This design comes from an exercise in tuning for small area, a short achievable clock period and few clock cycles per item on the open sky130 flow, not from production work.
RTL that was checked went through simulation tests only; none was proved equivalent to the original.
Power figures rest on the tool's default switching activity, not on a simulated workload.

Setup of branch juniper:
==> module cltfp_scaler, before the edit <==
module cltfp_scaler (
  input  logic              clk,
  input  logic              rst,
  input  logic              rst_now,    
  input  logic              load,       
  input  cltfp_pkg::job_t   ljob,
  output logic              free,       
  output logic              busy,       
  output logic              busy_next,  
  input  logic [15:0]       em_scale,
  input  logic [3:0]        em_msb,     
  input  logic              em_nb,      
  output logic              res_valid,
  input  logic              pop,
  output logic [31:0]       px_value,
  output logic              invalid
);
  logic             stepping;    
  logic             adding;      
  logic             em;
  logic [13:0]      frac;
  logic [3:0]       bit_idx;
  logic             sbit;        
  logic [13:0]      rem;
  logic [1:0]       qd_last;     
  logic [15:0]      t0, t1, t2;
  logic [1:0]       qd;
  logic [13:0]      rem_next;
  logic [3:0]       qpos;        
  logic [16:0]      csum1, csum2;
  logic [16:0]      ccar1, ccar2;
  logic [15:0]      x2r;
  logic [15:0]      xfb;
  logic [32:0]      sum;
  logic [3:0]       bit_next;
  logic             sbit_next;
  assign free = !busy;
  logic [3:0] lstart;
  logic       lsteps;
  assign lstart = ljob.em ? em_msb : 4'd8;
  assign lsteps = (ljob.frac != 14'd0) && !ljob.sat && !ljob.ovf && (lstart != 4'd0);
  always_comb begin
    x2r   = {1'b0, rem, 1'b0};
    xfb   = sbit ? {2'b0, frac} : 16'd0;
    t0    = x2r + xfb;
    csum1 = 17'(x2r ^ xfb ^ 16'(-16'sd10000));
    ccar1 = {((x2r & xfb) | (x2r & 16'(-16'sd10000)) | (xfb & 16'(-16'sd10000))), 1'b0};
    t1    = csum1[15:0] + ccar1[15:0];
    csum2 = 17'(x2r ^ xfb ^ 16'(-16'sd20000));
    ccar2 = {((x2r & xfb) | (x2r & 16'(-16'sd20000)) | (xfb & 16'(-16'sd20000))), 1'b0};
    t2    = csum2[15:0] + ccar2[15:0];
    if (!t2[15])      begin qd = 2'd2; rem_next = t2[13:0]; end
    else if (!t1[15]) begin qd = 2'd1; rem_next = t1[13:0]; end
    else              begin qd = 2'd0; rem_next = t0[13:0]; end
    sum       = {1'b0, px_value} + (33'(qd_last) << qpos);
    bit_next  = bit_idx - 4'd1;
    sbit_next = em ? em_scale[bit_next] : (bit_next == 4'd8);
  end
  always_comb begin
    if (rst || rst_now)                           busy_next = 1'b0;
    else if (load)                                busy_next = 1'b1;
    else if (!stepping && !adding && res_valid && pop) busy_next = 1'b0;
    else                                          busy_next = busy;
  end
  always_ff @(posedge clk) begin
    if (rst || rst_now) begin
      busy      <= 1'b0;
      stepping  <= 1'b0;
      adding    <= 1'b0;
      res_valid <= 1'b0;
    end else if (load) begin
      busy      <= 1'b1;
      stepping  <= lsteps;
      adding    <= 1'b0;
      res_valid <= !lsteps;
    end else if (stepping) begin
      if (bit_idx == 4'd0) begin
        stepping <= 1'b0;
        adding   <= 1'b1;
      end
    end else if (adding) begin
      adding    <= 1'b0;
      res_valid <= 1'b1;
    end else if (res_valid && pop) begin
      busy      <= 1'b0;
      res_valid <= 1'b0;
    end
  end
  always_ff @(posedge clk) begin
    if (load) begin
      em       <= ljob.em;
      frac     <= ljob.frac;
      bit_idx  <= lstart - 4'd1;
      sbit     <= ljob.em && em_nb;
      qpos     <= lstart;
      rem      <= ljob.frac;
      qd_last  <= '0;
      px_value <= (ljob.sat || ljob.ovf) ? 32'hFFFF_FFFF : ljob.intp;
      invalid  <= ljob.inv;
    end else if (stepping) begin
      bit_idx  <= bit_next;
      qpos     <= bit_idx;
      sbit     <= sbit_next;
      rem      <= rem_next;
      qd_last  <= qd;
      px_value <= sum[32] ? 32'hFFFF_FFFF : sum[31:0];
    end else if (adding) begin
      px_value <= sum[32] ? 32'hFFFF_FFFF : sum[31:0];
    end
  end
endmodule
clock: 10.0 ns
lec_check: 0
abc_clock_period_in_ps: 3000
cap_margin: 20
core_margin: 2
core_utilization: 40
slew_margin: 20
standard.sh (not shown) runs the stock make flow with config.mk's settings and CLKGATE_MAP_FILE= SYNTH_SCRIPT=/design/flow/synth_recipe.tcl, a recipe that flattens the netlist after the stock synthesis.
==> flow/flow/run.sh <==
#!/bin/bash
set -euo pipefail
bash standard.sh SETUP_SLACK_MARGIN=6.5 finish > standard_flow.log 2>&1
The following lists how branch maple was set up differently from branch juniper:
diff --git a/flow/design.v b/flow/design.v
--- a/flow/design.v
+++ b/flow/design.v
@@ -255,5 +255,5 @@
   logic [13:0]      frac;
   logic [3:0]       bit_idx;
-  logic             sbit;        
+  logic [13:0]      fb;          
   logic [13:0]      rem;
   logic [1:0]       qd_last;     
@@ -276,5 +276,5 @@
   always_comb begin
     x2r   = {1'b0, rem, 1'b0};
-    xfb   = sbit ? {2'b0, frac} : 16'd0;
+    xfb   = {2'b0, fb};
     t0    = x2r + xfb;
     csum1 = 17'(x2r ^ xfb ^ 16'(-16'sd10000));
@@ -326,5 +326,5 @@
       frac     <= ljob.frac;
       bit_idx  <= lstart - 4'd1;
-      sbit     <= ljob.em && em_nb;
+      fb       <= (ljob.em && em_nb) ? ljob.frac : 14'd0;
       qpos     <= lstart;
       rem      <= ljob.frac;
@@ -335,5 +335,5 @@
       bit_idx  <= bit_next;
       qpos     <= bit_idx;
-      sbit     <= sbit_next;
+      fb       <= sbit_next ? frac : 14'd0;
       rem      <= rem_next;
       qd_last  <= qd;
--- outcome ---
branch juniper → branch maple: register fraction of the total cell area has increased, global-route usage has decreased, cell area after synthesis has increased, final worst-path setup slack has increased, multi-input logic area has decreased. branch maple vs. branch juniper: final core area utilization has decreased; register-to-register slack +30 ps.
No run of this note included a check of the RTL's function; only the layout flow was run.


== v21 ==
css_length_to_fixed_px again, from the RTL that the note above started with.
==> module css_length_to_fixed_px, before the edit <==
module css_length_to_fixed_px #(
  parameter int FRAC_DIGITS = 4
) (
  input  logic        clk,
  input  logic        rst,
  input  logic        push,
  output logic        full,
  input  logic [7:0]  char_code,
  input  logic        is_end,
  output logic        empty,
  input  logic        pop,
  output logic [31:0] px_value,
  output logic        invalid,
  input  logic        em_to_px_we,
  input  logic [15:0] em_to_px
);
  logic [15:0] em_scale;
  logic [3:0]  em_msb;
  logic       i_v, i_end, i_dig, i_dot, i_spc, i_e, i_m;
  logic [3:0] i_d;
  logic [3:0] i_sel;
  logic       step;
  cltfp_pkg::job_t fjob, wjob;
  logic [31:0]     iem;
  logic            iem_ovf;
  logic            w_v, w_ready, w_pend, w_push;
  logic            e_free, e_load, e_busy;
  logic            res_valid;
  logic irst;
  always_ff @(posedge clk) begin
    irst <= rst;
  end
  logic i_ve;    
  logic full_q;
  logic i_ve_next, w_v_next, w_pend_next, e_busy_next;
  assign full   = full_q;
  always_comb begin
    i_ve_next   = !irst && (full ? i_ve : (push && is_end));
    w_v_next    = !irst && (w_push || (w_v && !e_load));
    w_pend_next = !irst && w_push;
  end
  always_ff @(posedge clk) begin
    full_q <= rst || (i_ve_next && w_v_next && (e_busy_next || w_pend_next));
  end
  assign step   = i_v && !full;
  assign empty  = !res_valid;
  always_ff @(posedge clk) begin
    if (rst) begin
      em_scale <= 16'h1000;
    end else if (em_to_px_we) begin
      em_scale <= em_to_px;
    end
  end
  logic [3:0] msb_c;
  logic       em_nb;
  always_comb begin
    msb_c = 4'd0;
    for (int k = 1; k < 16; k++)
      if (em_scale[k]) msb_c = 4'(k);
  end
  always_ff @(posedge clk) begin
    em_msb <= msb_c;
    em_nb  <= (msb_c != 4'd0) && em_scale[msb_c - 4'd1];
  end
  always_ff @(posedge clk) begin
    if (irst) begin
      i_v  <= 1'b0;
      i_ve <= 1'b0;
    end else if (!full) begin
      i_v  <= push;
      i_ve <= push && is_end;
    end
  end
  always_ff @(posedge clk) begin
    if (!full) begin
      i_end <= is_end;
    end
  end
  always_ff @(posedge clk) begin
    i_dig <= (char_code >= CHR_ZERO) && (char_code <= CHR_NINE);
    i_dot <= (char_code == CHR_DOT);
    i_spc <= (char_code == CHR_SPACE);
    i_e   <= (char_code == CHR_E);
    i_m   <= (char_code == CHR_M);
    i_d   <= char_code[3:0];
    i_sel <= {char_code[3], char_code[2] && !char_code[3], char_code[1], char_code[0]}
             & {4{char_code[7:4] == 4'h3}};
  end
  cltfp_front u_front (
    .clk         (clk),
    .rst         (irst),
    .step        (step),
    .i_end       (i_end),
    .i_dig       (i_dig),
    .i_dot       (i_dot),
    .i_spc       (i_spc),
    .i_e         (i_e),
    .i_m         (i_m),
    .i_d         (i_d),
    .i_sel       (i_sel),
    .em_scale    (em_scale),
    .job         (fjob),
    .iem_out     (iem),
    .iem_ovf_out (iem_ovf)
  );
  assign w_push = step && i_end;
  assign e_load = w_ready && e_free;
  cltfp_job_queue u_queue (
    .clk     (clk),
    .rst     (irst),
    .push    (w_push),
    .wdata   (fjob),
    .iem     (iem),
    .iem_ovf (iem_ovf),
    .pop     (e_load),
    .rdata   (wjob),
    .valid   (w_v),
    .ready   (w_ready),
    .pend    (w_pend)
  );
  cltfp_scaler u_scaler (
    .clk       (clk),
    .rst       (irst),
    .rst_now   (rst),
    .load      (e_load),
    .ljob      (wjob),
    .free      (e_free),
    .busy      (e_busy),
    .busy_next (e_busy_next),
    .em_scale  (em_scale),
    .em_msb    (em_msb),
    .em_nb     (em_nb),
    .res_valid (res_valid),
    .pop       (pop),
    .px_value  (px_value),
    .invalid   (invalid)
  );
endmodule
Settings: LEC_CHECK=0, ABC_CLOCK_PERIOD_IN_PS=3000, CAP_MARGIN=20, CORE_MARGIN=2, CORE_UTILIZATION=40, SLEW_MARGIN=20; clock period 10.0 ns.
==> flow/flow/run.sh <==
#!/bin/bash
set -euo pipefail
bash standard.sh SETUP_SLACK_MARGIN=6 finish > standard_flow.log 2>&1
v21 reached the end of the flow, and the finished layout is clean on the timing, DRC and antenna checks.
What v6 does differently from v21 at the input level:
-- flow/design.v --
<<< v21, line 241
  output logic              free,       
  output logic              busy,       
  output logic              busy_next,  
  input  logic [15:0]       em_scale,
  input  logic [3:0]        em_msb,     
>>> v6, line 241
  output logic              free,       
  output logic              busy,       
  input  logic [15:0]       em_scale,
  input  logic [3:0]        em_msb,     
<<< v21, line 290
    bit_next  = bit_idx - 4'd1;
    sbit_next = em ? em_scale[bit_next] : (bit_next == 4'd8);
  end
  always_comb begin
    if (rst || rst_now)                           busy_next = 1'b0;
    else if (load)                                busy_next = 1'b1;
    else if (!stepping && !adding && res_valid && pop) busy_next = 1'b0;
    else                                          busy_next = busy;
  end
  always_ff @(posedge clk) begin
>>> v6, line 289
    bit_next  = bit_idx - 4'd1;
    sbit_next = em ? em_scale[bit_next] : (bit_next == 4'd8);
  end
  always_ff @(posedge clk) begin
<<< v21, line 378
  end
  logic i_ve;    
  logic full_q;
  logic i_ve_next, w_v_next, w_pend_next, e_busy_next;
  assign full   = full_q;
  always_comb begin
    i_ve_next   = !irst && (full ? i_ve : (push && is_end));
    w_v_next    = !irst && (w_push || (w_v && !e_load));
    w_pend_next = !irst && w_push;
  end
  always_ff @(posedge clk) begin
    full_q <= rst || (i_ve_next && w_v_next && (e_busy_next || w_pend_next));
  end
  assign step   = i_v && !full;
  assign empty  = !res_valid;
>>> v6, line 371
  end
  logic i_ve;    
  assign full   = irst || (i_ve && w_v && (e_busy || w_pend));
  assign step   = i_v && !full;
  assign empty  = !res_valid;
<<< v21, line 473
    .free      (e_free),
    .busy      (e_busy),
    .busy_next (e_busy_next),
    .em_scale  (em_scale),
    .em_msb    (em_msb),
>>> v6, line 456
    .free      (e_free),
    .busy      (e_busy),
    .em_scale  (em_scale),
    .em_msb    (em_msb),
Across v6 and v21, none had a timing, DRC or antenna violation. Total chip power ends up lower on v6. Diff v21 -> v6: wire length fell by 4.4%; area added between synthesis and finish lower; largest net degree at the start of global routing lower; max capacitance violation total roughly the same. v21 → v6: wire length on met1 higher; setup slack moved down. Looking at critical path's slowest cell, the sky130_fd_sc_hd__clkdlybuf4s50_1 result is from v6; the sky130_fd_sc_hd__or3_4 one comes from v21. Changes observed in v6 relative to v21: die outline height has remained practically unchanged; post-synthesis instance area has decreased; worst slack after detailed placement has increased. On clock-buffer cell count, the lower figure sits with v6, not v21.
Testbench counts of v6, summed over its fixed seeds: cycles 32,263, items 3,200.
Only the layout flow was run in v21; the RTL was not checked for function there.


Setup of pine:
css_length_to_fixed_px, a different RTL version from the one above (not shown whole).
Size: ~290 flip-flops, roughly 21000 um2 of cells after synthesis.
// css_length_to_fixed_px
module css_length_to_fixed_px #(
  parameter int FRAC_DIGITS = 4
) (
  input  logic        clk,
  input  logic        rst,
  input  logic        push,
  output logic        full,
  input  logic [7:0]  char_code,
  input  logic        is_end,
  output logic        empty,
  input  logic        pop,
  output logic [31:0] px_value,
  output logic        invalid,
  input  logic        em_to_px_we,
  input  logic [15:0] em_to_px
);
==> flow/config.mk <==
export PLATFORM = sky130hd
export DESIGN_NAME = css_length_to_fixed_px
export DESIGN_NICKNAME = css_length_to_fixed_px
export VERILOG_FILES = /design/flow/design.v
export SDC_FILE = /design/flow/constraint.sdc
export NUM_CORES = 4
export LEC_CHECK = 0
export ABC_CLOCK_PERIOD_IN_PS = 3000
export CAP_MARGIN = 20
export CORE_MARGIN = 2
export CORE_UTILIZATION = 40
export SLEW_MARGIN = 20
==> flow/constraint.sdc <==
create_clock -name core_clock -period 10.0 [get_ports {clk}]
set_input_delay 2.0000 -clock core_clock [delete_from_list [all_inputs] [get_ports {clk}]]
set_output_delay 2.0000 -clock core_clock [all_outputs]
set_load 0.01 [all_outputs]
Scripts as last shown in full above: flow/flow/run.sh
Setup changes, pine to maple
-- flow/design.v --
<<< pine, line 27
  input  logic              i_m,
  input  logic [3:0]        i_d,
  input  logic [15:0]       em_scale,
  output cltfp_pkg::job_t   job,        
>>> maple, line 27
  input  logic              i_m,
  input  logic [3:0]        i_d,
  input  logic [4:0]        i_sel,      
  input  logic [15:0]       em_scale,
  output cltfp_pkg::job_t   job,        
<<< pine, line 110
      default: fweight = 14'd0;
    endcase
    pp_a     = i_d[3] ? {em_scale, 3'b0} : (i_d[2] ? {1'b0, em_scale, 2'b0} : 19'd0);
    case (i_d[1:0])
      2'd0:    pp_b = 19'd0;
      2'd1:    pp_b = {3'b0, em_scale};
      2'd2:    pp_b = {2'b0, em_scale, 1'b0};
      default: pp_b = {1'b0, em_scale3};
    endcase
    ds_next  = 20'(pp_a) + 20'(pp_b);
    iem_x10  = {1'b0, iem, 3'b0} + {3'b0, iem, 1'b0} + 36'(ds);
>>> maple, line 111
      default: fweight = 14'd0;
    endcase
    pp_a     = ({19{i_sel[4]}} & {em_scale, 3'b0}) | ({19{i_sel[3]}} & {1'b0, em_scale, 2'b0});
    pp_b     = ({19{i_sel[2]}} & {3'b0, em_scale}) | ({19{i_sel[1]}} & {2'b0, em_scale, 1'b0})
             | ({19{i_sel[0]}} & {1'b0, em_scale3});
    ds_next  = 20'(pp_a) + 20'(pp_b);
    iem_x10  = {1'b0, iem, 3'b0} + {3'b0, iem, 1'b0} + 36'(ds);
<<< pine, line 363
  logic       i_v, i_end, i_dig, i_dot, i_spc, i_e, i_m;
  logic [3:0] i_d;
  logic       step;
  cltfp_pkg::job_t fjob, wjob;
>>> maple, line 360
  logic       i_v, i_end, i_dig, i_dot, i_spc, i_e, i_m;
  logic [3:0] i_d;
  logic [4:0] i_sel;
  logic       step;
  cltfp_pkg::job_t fjob, wjob;
<<< pine, line 417
    i_m   <= (char_code == CHR_M);
    i_d   <= char_code[3:0];
  end
  cltfp_front u_front (
>>> maple, line 415
    i_m   <= (char_code == CHR_M);
    i_d   <= char_code[3:0];
    i_sel <= {char_code[3], char_code[2] && !char_code[3],
              char_code[1:0] == 2'd1, char_code[1:0] == 2'd2, char_code[1:0] == 2'd3}
             & {5{char_code[7:4] == 4'h3}};
  end
  cltfp_front u_front (
<<< pine, line 429
    .i_m         (i_m),
    .i_d         (i_d),
    .em_scale    (em_scale),
    .job         (fjob),
>>> maple, line 430
    .i_m         (i_m),
    .i_d         (i_d),
    .i_sel       (i_sel),
    .em_scale    (em_scale),
    .job         (fjob),
[summary]
Diff pine -> maple: non-clock buffer count now sits lower, met3 routed wirelength now larger, share of synthesized cell area in and, or, nand and nor gates picked up an extra 0.22 points, core utilization has decreased. Re number of vias after detailed routing: maple and pine aren't equal, and the lower value belongs to pine. In maple, synthesized cell count is higher than in pine. Per the comparison of maple with pine, share of final-layout standard cells stronger than drive strength 1 went up 0.47 points, count of clock buffers in the final design went down about 6.5%, sequential share of layout area held, relative area change from synthesis to final layout went down 0.42 points. When maple is set beside pine, its number of buffers inserted during clock tree synthesis turns out to be about 2.7% smaller. Cmp maple vs pine: post-synthesis mux area share lower in maple.
Function was not checked in any run of this note: the RTL went through the layout flow alone.

## what the ideal ports hide
How much do the figures lean on ideal ports? The routed layouts below were timed once more, with nothing changed but the port constraints. Step 1: set_driving_cell puts a clkbuf_16 on clk and a buf_2 on each other input, an assumption about the parent block. Step 2 moves the port delays by t, midway between the first and last clock arrival at a register: inputs arrive t later, outputs are due t later. That takes back most of the time a late clock gives input paths. a / b / c = ideal ports / drivers / drivers and shift; a / b = the first two.
run	t (ns)	setup slack, ns	worst register clock-pin slew, ns
branch juniper	0.585	6.477 / 6.464 / 6.364	0.07 / 0.07
branch maple	0.573	6.504 / 6.462 / 6.426	0.06 / 0.06
v21	0.581	6.184 / 6.175 / 6.184	0.06 / 0.06
v6	0.622	6.091 / 6.036 / 6.233	0.07 / 0.07
pine	0.606	6.095 / 6.042 / 6.153	0.07 / 0.07
maple	0.615	6.083 / 6.026 / 6.136	0.06 / 0.06
After both steps setup and hold are still met in every run listed. The setup slack of branch juniper, which loses most, moves by -0.013 ns with the drivers and by -0.113 ns with both steps.
